This is an optimization exercise on Yosys and OpenROAD, whose aim is small area and a short achievable clock period, not a production implementation. Function was checked by simulation only, so behaviour that the tests miss may differ from the original. No activity file was given, so power comes from the tool's default toggle rates.

### design/flow/config.mk
export PLATFORM = sky130hd
export DESIGN_NAME = mem_access_unit
export DESIGN_NICKNAME = mem_access_unit
export VERILOG_FILES = /design/flow/design.v
export SDC_FILE = /design/flow/constraint.sdc
export NUM_CORES = 4
export LEC_CHECK = 0
export CAP_MARGIN = 20
export CORE_MARGIN = 2
export CORE_UTILIZATION = 70
export CTS_CLUSTER_DIAMETER = 100
export CTS_CLUSTER_SIZE = 25
export SETUP_SLACK_MARGIN = 2.3
export SLEW_MARGIN = 20
export CTS_ARGS = -sink_clustering_enable -repair_clock_nets -sink_clustering_size 25 -sink_clustering_max_diameter 100 -dont_use_dummy_load
### design/flow/standard.sh
#!/bin/bash
# synth_recipe.tcl (not shown) runs the flow's synth.tcl, then flattens the netlist and writes it again
# the make line also repeats each setting of config.mk as NAME=value (left out here)
make -C /OpenROAD-flow-scripts/flow DESIGN_CONFIG=/design/flow/config.mk WORK_HOME=/design/flow/orfs CLKGATE_MAP_FILE= SYNTH_SCRIPT=/design/flow/synth_recipe.tcl "${@:-finish}"
### design/flow/constraint.sdc
create_clock -name core_clock -period 4.5 [get_ports {clk}]
set_input_delay 0.9000 -clock core_clock [delete_from_list [all_inputs] [get_ports {clk}]]
set_output_delay 0.9000 -clock core_clock [all_outputs]
set_load 0.01 [all_outputs]
### design/flow/flow/run.sh
#!/bin/bash
set -euo pipefail
cat >> config.mk <<'EOC'
export CTS_ARGS = -sink_clustering_enable -repair_clock_nets -sink_clustering_size 25 -sink_clustering_max_diameter 100 -dont_use_dummy_load
EOC
bash standard.sh > standard.log 2>&1
### design/flow/design.v
module mem_access_unit #(
    parameter int unsigned ADDR_W   = 16,
    parameter int unsigned DATA_W   = 16,
    parameter int unsigned DEPTH    = 256,
    parameter int unsigned WAIT_CYC = 2
) (
    input  logic              clk,
    input  logic              reset,
    input  logic [ADDR_W-1:0] addr,
    input  logic [DATA_W-1:0] wdata,
    input  logic              rd_req,
    input  logic              wr_req,
    output logic [DATA_W-1:0] rdata,
    output logic              busy,
    output logic              done,
    output logic              err
);
    localparam int unsigned AW = $clog2(DEPTH);    
    localparam int unsigned HW = AW / 2;           
    localparam int unsigned NG = 1 << HW;          
    logic              w1, w2, w3;
    logic              idle;
    logic              accept;
    logic [AW-1:0]     idx;
    logic [DATA_W-1:0] wd;
    logic              op_wr;
    logic              oor;
    logic              oor_next;
    assign oor_next = |(addr >> AW);
    logic idle_q;
    assign idle   = idle_q;
    assign accept = idle && (rd_req || wr_req);
    always_ff @(posedge clk) begin
        if (reset) begin
            idle_q <= 1'b1;
            w1     <= 1'b0;
            w2     <= 1'b0;
            w3     <= 1'b0;
            busy   <= 1'b0;
            done   <= 1'b0;
            err    <= 1'b0;
        end else begin
            idle_q <= idle_q ? !(rd_req || wr_req) : !(w1 || w2 || w3);
            w1   <= accept;
            w2   <= w1;
            w3   <= w2;
            busy <= accept || w1 || w2;
            done <= w3;
            err  <= w3 && oor;
        end
    end
    always_ff @(posedge clk) begin
        if (idle) begin
            idx   <= addr[AW-1:0];
            wd    <= wdata;
            op_wr <= wr_req;
            oor   <= oor_next;
        end
    end
    logic [NG-1:0] hi_sel;    
    logic [NG-1:0] lo_sel [4];  
    logic [NG-1:0] lo_wr;     
    logic          wr_fire;
    assign wr_fire = w3 && op_wr && !oor && !reset;
    always_ff @(posedge clk) begin
        for (int g = 0; g < NG; g++) begin
            hi_sel[g] <= !oor && (idx[AW-1:HW] == HW'(g));
            for (int c = 0; c < 4; c++) lo_sel[c][g] <= (idx[HW-1:0] == HW'(g)) && (idx[AW-1:AW-2] == 2'(c));
            lo_wr[g]  <= wr_fire && (idx[HW-1:0] == HW'(g));
        end
    end
    logic [DATA_W-1:0] word_or [NG];
    for (genvar h = 0; h < NG; h++) begin : g_hi
        logic [DATA_W-1:0] grp_or;
        logic [DATA_W-1:0] terms [NG];
        for (genvar l = 0; l < NG; l++) begin : g_lo
            logic [DATA_W-1:0] q;
            always_ff @(posedge clk) begin
                if (hi_sel[h] && lo_wr[l]) begin
                    q <= wd;
                end
            end
            assign terms[l] = q & {DATA_W{lo_sel[h / 4][l]}};
        end
        always_comb begin
            grp_or = '0;
            for (int l = 0; l < NG; l++) grp_or = grp_or | terms[l];
        end
        assign word_or[h] = grp_or & {DATA_W{hi_sel[h]}};
    end
    localparam int unsigned NP = 4;
    logic [DATA_W-1:0] part_d [NP];
    logic [DATA_W-1:0] part [NP];
    always_comb begin
        for (int p = 0; p < NP; p++) begin
            part_d[p] = '0;
            for (int h = p * (NG / NP); h < (p + 1) * (NG / NP); h++) part_d[p] = part_d[p] | word_or[h];
        end
    end
    always_ff @(posedge clk) begin
        for (int p = 0; p < NP; p++) part[p] <= part_d[p];
    end
    logic [DATA_W-1:0] rd_word;
    always_comb begin
        rd_word = '0;
        for (int p = 0; p < NP; p++) rd_word = rd_word | part[p];
    end
    always_ff @(posedge clk) begin
        if (reset) begin
            rdata <= '0;
        end else if (w3 && !op_wr) begin
            rdata <= rd_word;
        end
    end
endmodule
==> flow_summary.yaml, run 1 <==
run_status:
  outcome: "complete, no violations"
cts:
  clk_latency_ns: 0.89
  cts_htree_levels: 4
  cts_hold_buffers: 0
  cts_num_sinks: 4305
  cts_made_buffers: 190
  worst_setup_hold_path_clk_slew_ns: 0.10
  clock_tree_from_tritoncts: "done"
  clock_tree.root_cell: "clkbuf_16"
  clock_tree.buffer_depth: 3
worst_setup_path:
  path_buf_inv: 1
  worstSetupEndpointType: "output pin"
  critPathMaxFanout: 2
  crit_path_max_cell_delay_ns: 0.40
  reg2reg_from: "lo_wr[2]"
  cp.depth: 1
  critical-path-slowest-cell: "dfxtp_4"
  r2r_setup_slack_ns: 2.23
  worst-endpoint-arrival_ns: 1.40
  cp_cell_sequence: "buf_6"
  cp.required_ns: 3.60
  worst-setup-path-type: "register to output pin"
  crit_path_start_kind: "register"
  critPathTopFamily: "flip-flops"
  rr_worst_depth: 2
  critical_path.reg2reg.endpoint: "g_hi[8].g_lo[2].q[8]"
layout:
  area_delta_synth_final_pct: 6.46
  stdcell_count: 10900
  layout.nets: 7976
  drive_above_1_share: 0.105
  nFillCells: 12500
  utilization: 0.748
floorplan:
  initial_cell_density_of_the_core: 0.703
  core_rows: 172
  die_w_um: 473
  floorplan.core_area_um2: 219000
  pin_count: 55
  dieArea_um2: 224000
  die-height_um: 473
placement:
  dpl.hpwl_um: 236000
  globalplace.congestion: 0.845
  port_buffers: 54
  place_worst_setup_slack_ns: 1.55
  placed_cells_incl_taps: 10600
grt:
  grt_max_degree: 217
  grt_pass1_vias: 76700
  gr-total-overflow: 0
  wire_length_of_the_first_global_routing_pass_um: 564000
  number_of_antenna_violations_at_the_first_check_in_global_routing: 23
  groute.usage.overall: 0.357
power:
  switching_share: 0.204
  seq_power_share: 0.676
  p_int_w: 0.0525
  comb_power_share: 0.039
  powerDensity_nw_per_um2: 402
  pwr-share-clk: 0.285
  p_sw_w: 0.0134
  ir_drop_mv: 0.462
  total_leakage_power_nw: 50.1
detailed_routing:
  drt_iter0_drc: 12400
  dr.pass1.iters: 6
  post_drt_via_cell_ratio: 7.51
  dr_vias: 81600
  drt_drc_violations_left: 0
  wl_um: 403000
  wl_per_cell_um: 37.1
  drt.antenna.violating_nets: 0
timing:
  period_needed_ns: 2.30
  relSlewSlack: 0.195
  timing_worst_slew_pin_value_ns: 1.21
  skew_ns: 0.0523
  grt_setup_unrepaired: "yes"
  setup-violations-final: 0
  timing.hold.ws_ns: 0.496
  timing_max_transition_violations_final: 0
  fmax_mhz: 435
  final_critical_path_setup_slack_ns: 2.20
  hold_violations: 0
  period_share: 0.511
  finalSetupTns_ns: 0
synthesis:
  synth_cell_types: 29
  synthArstFlopShare: 0
  post_synth_instance_area_um2: 154000
  synth_edf_count: 4122
  yosys_register_bits: 4305
  seq_area_frac_synth: 0.828
  syn_nets: 8004
  ys.warnings.count: 21
  dominantRegCellSynth: "edfxtp_1"
  post_synth_inst_count: 7968
  syn_area_per_cell_um2: 19.3
worst_hold_path:
  hold_path_class: "register to register"
  timing.hold.worst_path_depth: 1
  worstHoldEndpoint: "w2"
  min_from: "w1"
flow_run:
  cap_viol_max_count: 0
==> placed cells by master, fill, tap and decap left out, types with 5 or more instances in the layout <==
master              n
nor4_1             18
nand3_1           257
buf_6              41
o21ai_4             6
a221oi_1          596
dfxtp_2            44
and2_2             91
a221oi_4            5
dfxtp_4            66
clkdlybuf4s50_1    35
o21ai_2            10
buf_12             44
o21ai_1            70
edfxtp_1         4122
a221oi_2          103
nand3_2             5
clkbuf_16         191
a211oi_1           16
buf_8               7
nand4_1           193
a22oi_2            41
nor2_1            117
buf_4             174
diode_2            53
a22oi_1           663
o21ai_0            43
nand2_1            12
dfxtp_1            73
nor2b_1             7
a22o_1            704
and2_1            166
==> worst max path at each step <==
stage,start,end,slack [ns]
3_3_place_gp,lo_sel[0][6],part[0][1],1.57
5_1_grt,rdata[15],rdata[15],2.17
6_report,rdata[0],rdata[0],2.20
4_1_cts,rdata[5],rdata[5],1.99
3_5_place_dp,lo_sel[0][6],part[0][1],1.55
2_1_floorplan,wd[0],g_hi[0].g_lo[0].q[0],0.45
==> through the flow <==
stage	total power (W)	cell area [um2]
after CTS	0.0658	163000
after global routing	0.0672	164000
after detailed placement	0.0479	157000
after global placement	0.0478	157000
final	0.0659	164000
after floorplan	0.0468	154000
==> routing by layer <==
metal | global-route usage | routed length [um] | vias to the layer above
li1 | - | - | 33500
met3 | 0.0684 | 48100 | 579
met5 | 0 | 55 | -
met1 | 0.527 | 151000 | 42300
met4 | 0.111 | 13400 | 8
met2 | 0.552 | 191000 | 5197
==> synth_stat cells (2+ instances only) <==
cell / n / share of area
buf_4: 13 / 0.00063
nand4_1: 193 / 0.0078
inv_1: 2 / 0.000049
a211oi_1: 16 / 0.00078
a221oi_2: 36 / 0.0035
and2_1: 257 / 0.010
nand3b_1: 2 / 0.000098
nor2b_1: 8 / 0.00033
o21ai_1: 57 / 0.0019
nand3_1: 262 / 0.0085
nand2b_1: 2 / 0.000081
nor4_1: 18 / 0.00073
nand2_1: 12 / 0.00029
buf_2: 153 / 0.0050
a22oi_1: 704 / 0.034
buf_6: 110 / 0.0080
buf_1: 53 / 0.0013
a22o_1: 704 / 0.040
nor3_1: 2 / 0.000065
clkbuf_1: 198 / 0.0048
dfxtp_1: 183 / 0.024
nor2_1: 117 / 0.0029
o21ai_0: 72 / 0.0023
a221oi_1: 668 / 0.038
edfxtp_1: 4122 / 0.80
==> layout make-up <==
cell class                      count  area, um2  share of cell area
Sequential cell                  4305     128000               0.779
Clock buffer                      190       4750              0.0290
Tap cell                         2871       3590              0.0219
Antenna cell                       53        133            0.000809
Timing Repair Buffer              307       3240              0.0198
Multi-Input combinational cell   3134      24400               0.149
Inverter                            2       7.51           0.0000458
==> state kept, by name, summed over array words and instances (netlist names), 8 cells and up <==
name         cells
part            64
g_hi.g_lo.q   4096
idx              8
lo_wr           16
hi_sel          16
rdata           16
lo_sel          64
wd              16
==> power by group through the flow <==
stage | logic [W] | clock network [W] | registers, W
2_1_floorplan | 0.000725 | 0 | 0.0461
3_3_place_gp | 0.00236 | 0 | 0.0455
3_5_place_dp | 0.00244 | 0 | 0.0455
4_1_cts | 0.00247 | 0.0188 | 0.0445
5_1_grt | 0.00270 | 0.0200 | 0.0445
6_report | 0.00258 | 0.0188 | 0.0445
==> logic make-up (layout without fill, tap and decap cells) <==
| family | count (synthesis) | count (layout) | synth area share |
|---|---|---|---|
| buffers and inverters | 529 | 499 | 0.0198 |
| DFF | 4305 | 4305 | 0.828 |
| AOI/OAI and AO/OA | 2258 | 2258 | 0.121 |
| other | 0 | 53 | 0 |
| and+or+nand+nor | 876 | 876 | 0.0314 |
==> worst reg2reg max path: cells and delay by family, from the launching register on <==
kind                   cells  cell delay, ns
DFF                        1            0.73
buffers and inverters      1            0.36
and+or+nand+nor            1            0.79
==> repair_timing <==
item / in CTS / in global routing
resized for setup: 358 / 110
endpoints found under the setup margin: 2754 / 404
setup buffers: 5 / 22
pin swaps: 25 / 38
==> run 2: changes to the inputs <==
--- a/design/flow/config.mk
+++ b/design/flow/config.mk
@@ -9,3 +9,3 @@
 export CORE_MARGIN = 2
-export CORE_UTILIZATION = 70
+export CORE_UTILIZATION = 65
 export CTS_CLUSTER_DIAMETER = 100
==> flow_summary.yaml, run 2 <==
worst_setup_path:
  crit_path_max_cell_delay_ns: 0.47
  worstSetupEndpointType: "register"
  critical-path-slowest-cell: "a22oi_2"
  critPathMaxFanout: 7
  worst-endpoint-arrival_ns: 3.02
  cp.required_ns: 5.21
  crit_path_start_kind: "register"
  critPathTopFamily: "compound AO/OA/AOI/OAI gates"
  path_buf_inv: 1
  cp_cell_sequence: "buf_12 -> a22o_1 -> a221oi_2 -> nand4_1 -> a22oi_2 -> nand3_4"
  worst-setup-path-type: "register to register"
  r2r_setup_slack_ns: 2.18
synthesis:
  synthArstFlopShare: 0
  yosys_register_bits: 4305
  synth_top_cell_area_share: 0.804
  synth_edf_count: 4122
  post_synth_instance_area_um2: 154000
  dominantRegCellSynth: "edfxtp_1"
  syn_nets: 8004
  synth_cell_types: 29
  netlist_top_cells_area: "edfxtp_1 (80%), a22o_1 (4.0%), a221oi_1 (3.8%), a22oi_1 (3.4%), dfxtp_1 (2.4%)"
  yosys.area.top_type: "edfxtp_1"
  syn_area_per_cell_um2: 19.3
  yosysMostFrequentCell: "edfxtp_1"
  ys.warnings.count: 21
  post_synth_inst_count: 7968
  seq_area_frac_synth: 0.828
  post_synth_most_frequent_cells: "edfxtp_1 (4122), a22o_1 (704), a22oi_1 (704)"
layout:
  layout.nets: 8034
  layout.cells.most_common_list: "edfxtp_1 (4122), a22o_1 (704), a22oi_1 (655)"
  registers.top_by_ff_count: "g_hi.g_lo.q"
  layout_commonest_cell: "edfxtp_1"
  postLayoutCellArea_um2: 165000
  area_delta_synth_final_pct: 7.43
  largest_register_ffs: 4096
  utilization: 0.703
  drive_above_1_share: 0.125
  registers_with_the_most_flip_flops: "g_hi.g_lo.q (4096), lo_sel (64), part (64)"
  stdcell_count: 11200
floorplan:
  core_rows: 178
  initial_cell_density_of_the_core: 0.654
  die_w_um: 491
  die-height_um: 491
  dieArea_um2: 241000
  pin_count: 55
  floorplan.core_area_um2: 235000
cts:
  cts_htree_levels: 4
  clk_latency_ns: 0.88
  cts_made_buffers: 190
  worst_setup_hold_path_clk_slew_ns: 0.10
  clock_tree_from_tritoncts: "done"
  clock_tree.root_cell: "clkbuf_16"
  cts_num_sinks: 4305
  clock_tree.buffer_depth: 3
detailed_routing:
  wl_per_cell_um: 37.6
  post_drt_via_cell_ratio: 7.34
  dr_vias: 82000
  drt.antenna.violating_nets: 0
  wl_um: 420000
  drt_iter0_drc: 11800
  drt_drc_violations_left: 0
  dr.pass1.iters: 6
timing:
  skew_ns: 0.0474
  finalSetupTns_ns: 0
  relSlewSlack: 0.193
  period_needed_ns: 2.32
  setup-violations-final: 0
  timing.hold.ws_ns: 0.493
  fmax_mhz: 432
  period_share: 0.515
  hold_violations: 0
  timing_max_transition_violations_final: 0
  timing_worst_slew_pin_value_ns: 1.21
  grt_setup_unrepaired: "yes"
power:
  total_leakage_power_nw: 50.7
  seq_power_share: 0.674
  comb_power_share: 0.039
  switching_share: 0.206
  ir_drop_mv: 0.428
  pwr-share-clk: 0.287
  p_int_w: 0.0525
  powerDensity_nw_per_um2: 400
  p_sw_w: 0.0136
placement:
  placed_cells_incl_taps: 10900
  dpl.hpwl_um: 239000
  globalplace.congestion: 0.866
  port_buffers: 54
  area_of_placed_instances_um2: 158000
grt:
  wire_length_of_the_first_global_routing_pass_um: 585000
  grt_pass1_vias: 77200
  gr-total-overflow: 0
  groute.usage.overall: 0.343
  grt_max_degree: 202
  number_of_antenna_violations_at_the_first_check_in_global_routing: 26
worst_hold_path:
  hold_path_class: "register to register"
flow_run:
  cap_viol_max_count: 0
run_status:
  outcome: "complete, no violations"
run 2: cell count changes in the layout (fill, tap and decap cells not counted), moves of 10 or more:
| cell | previous run | this run |
|---|---|---|
| buf_4 | 174 | 195 |
| o21ai_1 | 70 | 54 |
| buf_8 | 7 | 17 |
| and2_2 | 91 | 148 |
| nand3_1 | 257 | 247 |
| buf_6 | 41 | 53 |
| and2_1 | 166 | 109 |
| a221oi_1 | 596 | 576 |
| diode_2 | 53 | 30 |
| a221oi_2 | 103 | 122 |
run 2: final timing paths:
check / start / cells after the start / to
max: lo_sel[0][11] / 6 / part[0][8]
min: w2 / 1 / w3
max reg2reg: lo_sel[0][11] / 6 / part[0][8]
min reg2reg: w2 / 1 / w3
run 2: stage by stage:
stage,power [W],worst slack [ns]
5_1_grt,0.0674,2.20
6_report,0.0661,2.18
3_5_place_dp,0.0479,1.63
4_1_cts,0.0660,2.14
2_1_floorplan,0.0468,0.454
3_3_place_gp,0.0478,1.64
run 2: cells by family after synthesis:
| group | after synthesis | synth area share |
|---|---|---|
| AO/OA/AOI/OAI | 2258 | 0.121 |
| buffers and inverters | 529 | 0.0198 |
| AND/OR/NAND/NOR | 876 | 0.0314 |
| flip-flops | 4305 | 0.828 |
run 2: what timing repair did:
action / in CTS / in global routing
pin swaps: 51 / 77
buffers inserted: 43 / 36
gates resized for setup: 475 / 137
hold buffers: 0 / 0
setup endpoints to repair: 3123 / 458
gates cloned: 3 / 3
run 2: final cells by class:
cell class                      instances  area (um2)
Antenna cell                           30        75.1
Clock buffer                          190        4750
Timing Repair Buffer                  365        4090
Tap cell                             3150        3940
Sequential cell                      4305      128000
Inverter                                2        7.51
Fill cell                           14700       70000
Multi-Input combinational cell       3134       24800
run 2: per-layer routing:
layer  routed length (um)  global-route usage
met5                   52                   0
met4                14600               0.107
met3                45800              0.0605
met2               198000               0.533
met1               162000               0.506
run 2: power groups by stage:
stage / clock [W] / combinational, W / sequential (W)
2_1_floorplan: 0 / 0.000725 / 0.0461
3_3_place_gp: 0 / 0.00233 / 0.0455
3_5_place_dp: 0 / 0.00241 / 0.0455
4_1_cts: 0.0190 / 0.00249 / 0.0445
5_1_grt: 0.0202 / 0.00271 / 0.0445
6_report: 0.0190 / 0.00258 / 0.0445

-- afterwards: timing with drivers on the ports --
The flow's constraints put no driver on any port. The routed layouts listed below were extracted and timed again, unchanged, in two steps.
Step 1 assumes that a clkbuf_16 drives the clock port and a buf_2 every other input.
Step 2 adds t to the input delays and takes it off the output delays; t is the mean of the earliest and latest rising clock arrival at the registers after step 1. Input paths then give back, and output paths get back, about the clock's delay inside the block.
Slacks: ideal ports / drivers / drivers and shift; pairs: ideal ports / drivers.
run | t, ns | slack for setup (ns) | worst hold slack (ns) | pins driven straight from the clock port
run 1 | 0.953 | 2.200 / 2.112 / 1.935 | 0.496 / 0.496 / 0.496 | 1
run 2 | 0.969 | 2.185 / 2.131 / 1.766 | 0.493 / 0.492 / 0.493 | 1
After both steps setup and hold are still met in every run listed. The setup slack of run 2, which loses most, moves by -0.054 ns with the drivers and by -0.419 ns with both steps.
